This is an optimization exercise on Yosys and OpenROAD, whose aim is small area, not a production implementation. The RTL was checked by simulation tests, not by an equivalence proof against the original design.

// aurora_lite_top
module aurora_lite_top (
    input  logic                     clk160,
    input  logic                     rst,
    input  logic [1:0]               pattern_sel,
    input  logic [64-1:0] user_word,
    output logic [32-1:0]    tx_data,
    input  logic [32-1:0]    rx_data,
    output logic                     rx_locked,
    output logic [64-1:0] rx_word,
    output logic                     rx_word_valid,
    output logic [32-1:0] ber_cnt
);
    logic [66-1:0] tx_block;
    logic                   tx_block_next;
    logic [66-1:0] rx_block;
    logic                   rx_block_valid;
    logic                   rx_slip;
    tx_encoder u_tx_encoder (
        .clk160      (clk160),
        .rst         (rst),
        .pattern_sel (pattern_sel),
        .user_word   (user_word),
        .block_next  (tx_block_next),
        .block       (tx_block)
    );
    tx_gearbox u_tx_gearbox (
  ...
Size: ~440 flip-flops, ~230 I/O pins, ~25000 sq um of cells after synthesis.
clock: 10.0 ns
lec_check: 0
cap_margin: 20
core_margin: 2
core_utilization: 40
slew_margin: 20
standard.sh (not shown) runs the stock make flow with config.mk's settings and CLKGATE_MAP_FILE= SYNTH_SCRIPT=/design/flow/synth_recipe.tcl, a recipe that flattens the netlist after the stock synthesis.
==> flow/flow/run.sh <==
#!/bin/bash
# The standard layout, with two changes: the port buffers are buf_1 instead of the
# default delay buffer, and clock tree synthesis clusters up to 25 sinks within 100 um
# and adds no dummy loads. The whole make run is logged to standard_flow.log here.
set -euo pipefail
bash standard.sh \
  "BUFFER_PORTS_ARGS=-buffer_cell sky130_fd_sc_hd__buf_1" \
  "CTS_ARGS=-sink_clustering_enable -repair_clock_nets -sink_clustering_size 25 -sink_clustering_max_diameter 100 -dont_use_dummy_load" \
  finish > standard_flow.log 2>&1
Edit:
==> flow/flow/run.sh (replaced) <==
#!/bin/bash
# The standard layout with three changes:
# - synthesis is synth_recipe.tcl unchanged except that abc maps the logic between the
#   registers with flow/abc_area.script, an area-oriented mapping, instead of ORFS's
#   speed script; the registers, their names and cells are those of the standard synthesis
# - the port buffers are buf_1 instead of the default delay buffer
# - clock tree synthesis clusters up to 25 sinks within 100 um and adds no dummy loads
# The whole make run is logged to standard_flow.log here; each tool's log is under orfs/logs.
set -euo pipefail
work=$PWD
cat > "$work/area_synth.tcl" <<TCL
proc abc {args} {
  set i [lsearch -exact \$args -script]
  if {\$i >= 0} { lset args [expr {\$i + 1}] {$work/flow/abc_area.script} }
  puts "area_synth.tcl: abc runs with [lindex \$args [expr {\$i + 1}]]"
  yosys abc {*}\$args
}
source {$work/synth_recipe.tcl}
TCL
bash standard.sh \
  "SYNTH_SCRIPT=$work/area_synth.tcl" \
  "BUFFER_PORTS_ARGS=-buffer_cell sky130_fd_sc_hd__buf_1" \
  "CTS_ARGS=-sink_clustering_enable -repair_clock_nets -sink_clustering_size 25 -sink_clustering_max_diameter 100 -dont_use_dummy_load" \
  finish > standard_flow.log 2>&1
==> flow/flow/abc_area.script (new file) <==
&get -n
&st
&dch
&nf -a
&st
&syn2
&if -g -K 6
&synch2
&nf -a
&st
&dch -f
&nf -a -R 1000
&put
Outcome: The changed run completed without violations. Global-route usage goes up by 1.2 points. Area after synthesis goes down by 5.9%. Final area goes down by 3.3%.
Edit:
==> flow/flow/run.sh (replaced) <==
#!/bin/bash
# The standard layout, with two changes: the port buffers are buf_1 instead of the
# default delay buffer, and clock tree synthesis clusters up to 20 sinks within 80 um
# and adds no dummy loads. The whole make run is logged to standard_flow.log here.
set -euo pipefail
bash standard.sh \
  "BUFFER_PORTS_ARGS=-buffer_cell sky130_fd_sc_hd__buf_1" \
  "CTS_ARGS=-sink_clustering_enable -repair_clock_nets -sink_clustering_size 20 -sink_clustering_max_diameter 80 -dont_use_dummy_load" \
  finish > standard_flow.log 2>&1
removed: flow/flow/abc_area.script
=> The changed run completed with no timing, DRC or antenna violations; worst setup slack gains 920 ps; global-route usage drops by 1.0 points; final cell count shrinks by 2.3%; maximum frequency came out higher by 12%.

---

Another version of the RTL of aurora_lite_top (not shown whole).
For scale: roughly 230 I/O pins.
Settings: LEC_CHECK=0, CAP_MARGIN=20, CORE_MARGIN=2, CORE_UTILIZATION=40, SLEW_MARGIN=20; clock period 10.0 ns.
==> flow/flow/run.sh <==
#!/bin/bash
# The standard layout with three changes:
# - synthesis is synth_recipe.tcl unchanged except that abc maps the logic between the
#   registers with flow/abc_area.script, area-oriented mapping (amap -m) with no
#   buffering or sizing in abc, instead of ORFS's speed script; the registers, their names and cells are those of the standard synthesis
# - the port buffers are buf_1 instead of the default delay buffer
# - clock tree synthesis clusters up to 25 sinks within 100 um and adds no dummy loads
# The whole make run is logged to standard_flow.log here; each tool's log is under orfs/logs.
set -euo pipefail
work=$PWD
cat > "$work/area_synth.tcl" <<TCL
proc abc {args} {
  set i [lsearch -exact \$args -script]
  if {\$i >= 0} { lset args [expr {\$i + 1}] {$work/flow/abc_area.script} }
  puts "area_synth.tcl: abc runs with [lindex \$args [expr {\$i + 1}]]"
  yosys abc {*}\$args
}
source {$work/synth_recipe.tcl}
TCL
bash standard.sh \
  "SYNTH_SCRIPT=$work/area_synth.tcl" \
  "BUFFER_PORTS_ARGS=-buffer_cell sky130_fd_sc_hd__buf_1" \
  "CTS_ARGS=-sink_clustering_enable -repair_clock_nets -sink_clustering_size 25 -sink_clustering_max_diameter 100 -dont_use_dummy_load" \
  finish > standard_flow.log 2>&1
==> flow/flow/abc_area.script <==
strash
dc2
dch -f
amap -m
topo
Then changed:
Settings changed: CAP_MARGIN 20 to 0, CORE_UTILIZATION 40 to 50, SLEW_MARGIN 20 to 0.
The changed run went through all stages and came out clean.
Routed wire length shrinks by 1.5%.
Cell count came out lower by 4.5%.
Critical path depth does not change.
Die area came out lower by 20%.
Global-route usage climbs by 5.5 points.

---

Starting RTL as in the previous note.
clock: 10.0 ns
lec_check: 0
cap_margin: 20
core_margin: 2
core_utilization: 40
slew_margin: 20
==> flow/flow/run.sh <==
#!/bin/bash
# The standard layout with three changes:
# - synthesis is synth_recipe.tcl unchanged except that abc maps the logic between the
#   registers with flow/abc_area.script, area-oriented mapping (amap) followed by
#   abc's own buffering and sizing, instead of ORFS's
#   speed script; the registers, their names and cells are those of the standard synthesis
# - the port buffers are buf_1 instead of the default delay buffer
# - clock tree synthesis clusters up to 25 sinks within 100 um and adds no dummy loads
# The whole make run is logged to standard_flow.log here; each tool's log is under orfs/logs.
set -euo pipefail
work=$PWD
cat > "$work/area_synth.tcl" <<TCL
proc abc {args} {
  set i [lsearch -exact \$args -script]
  if {\$i >= 0} { lset args [expr {\$i + 1}] {$work/flow/abc_area.script} }
  puts "area_synth.tcl: abc runs with [lindex \$args [expr {\$i + 1}]]"
  yosys abc {*}\$args
}
source {$work/synth_recipe.tcl}
TCL
bash standard.sh \
  "SYNTH_SCRIPT=$work/area_synth.tcl" \
  "BUFFER_PORTS_ARGS=-buffer_cell sky130_fd_sc_hd__buf_1" \
  "CTS_ARGS=-sink_clustering_enable -repair_clock_nets -sink_clustering_size 25 -sink_clustering_max_diameter 100 -dont_use_dummy_load" \
  finish > standard_flow.log 2>&1
==> flow/flow/abc_area.script <==
strash
dc2
dch -f
amap
topo
stime -c
buffer -c
upsize -c
dnsize -c
The first run completed without violations.
Edit:
--- a/flow/flow/run.sh
+++ b/flow/flow/run.sh
@@ -2,6 +2,7 @@
 # The standard layout with three changes:
 # - synthesis is synth_recipe.tcl unchanged except that abc maps the logic between the
-#   registers with flow/abc_area.script, area-oriented mapping (amap) followed by
-#   abc's own buffering and sizing, instead of ORFS's
+#   registers with flow/abc_area.script, area-oriented mapping (amap -m) followed by
+#   abc's buffering and downsizing (no upsizing),
+#   instead of ORFS's
 #   speed script; the registers, their names and cells are those of the standard synthesis
 # - the port buffers are buf_1 instead of the default delay buffer
==> flow/flow/abc_area.script (replaced) <==
strash
dc2
dch -f
amap -m
topo
stime -c
buffer -c
dnsize -c
The changed run passed the timing, DRC and antenna checks. Sequential cell count does not change. Final cell count drops slightly. Non-clock buffer count grows by 9. First-iteration DRC count went up slightly. Synthesized area went down slightly. Clock-buffer cell count is unchanged. Hold slack improves by 0.021 ns.
Edit:
--- a/flow/flow/run.sh
+++ b/flow/flow/run.sh
@@ -3,6 +3,5 @@
 # - synthesis is synth_recipe.tcl unchanged except that abc maps the logic between the
 #   registers with flow/abc_area.script, area-oriented mapping (amap -m) followed by
-#   abc's buffering and downsizing (no upsizing),
-#   instead of ORFS's
+#   abc's own buffering and sizing, instead of ORFS's
 #   speed script; the registers, their names and cells are those of the standard synthesis
 # - the port buffers are buf_1 instead of the default delay buffer
==> flow/flow/abc_area.script (replaced) <==
strash
dc2
dch -f
amap -m
topo
stime -c
buffer -c
upsize -c
dnsize -c
The changed run passed the timing, DRC and antenna checks.
Core utilization drops by 0.41 points.
Critical path depth goes down by 22.
Wire length came out higher by 0.88%.

==> what the ideal ports hide <==
The flow's constraints put no driver on any port. The routed layouts listed below were extracted and timed again, unchanged, in two steps.
Step 1, drivers: a clkbuf_16 drives clk160 and a buf_2 each remaining input, both assumed.
Step 2 also shifts input and output timing later by t, the mid clock arrival at the registers, as if the neighbouring blocks saw the same clock.
Slacks: ideal ports / drivers / drivers and shift; pairs: ideal ports / drivers.
run	t, ns	setup slack, ns	clock arrival spread, ns	worst data-port slew with drivers (ns)
the first run of note 1	0.611	2.241 / 2.241 / 2.241	0.062 / 0.061	0.16
the second run of note 1	0.645	1.301 / 1.301 / 1.301	0.049 / 0.049	0.08
the third run of note 1	0.650	2.223 / 2.223 / 2.223	0.052 / 0.052	0.16
the first run of note 2	0.631	0.984 / 1.023 / 0.392	0.044 / 0.045	0.05
the second run of note 2	0.617	1.014 / 1.053 / 0.436	0.036 / 0.035	0.08
the first run of note 3	0.629	1.168 / 1.168 / 1.168	0.072 / 0.073	0.06
the second run of note 3	0.627	0.866 / 0.907 / 0.281	0.075 / 0.075	0.07
the third run of note 3	0.612	1.216 / 1.216 / 1.216	0.065 / 0.066	0.07
After both steps every run listed still meets setup and hold. The setup slack of the first run of note 2, which loses most, moves by +0.039 ns with the drivers and by -0.592 ns with both steps.
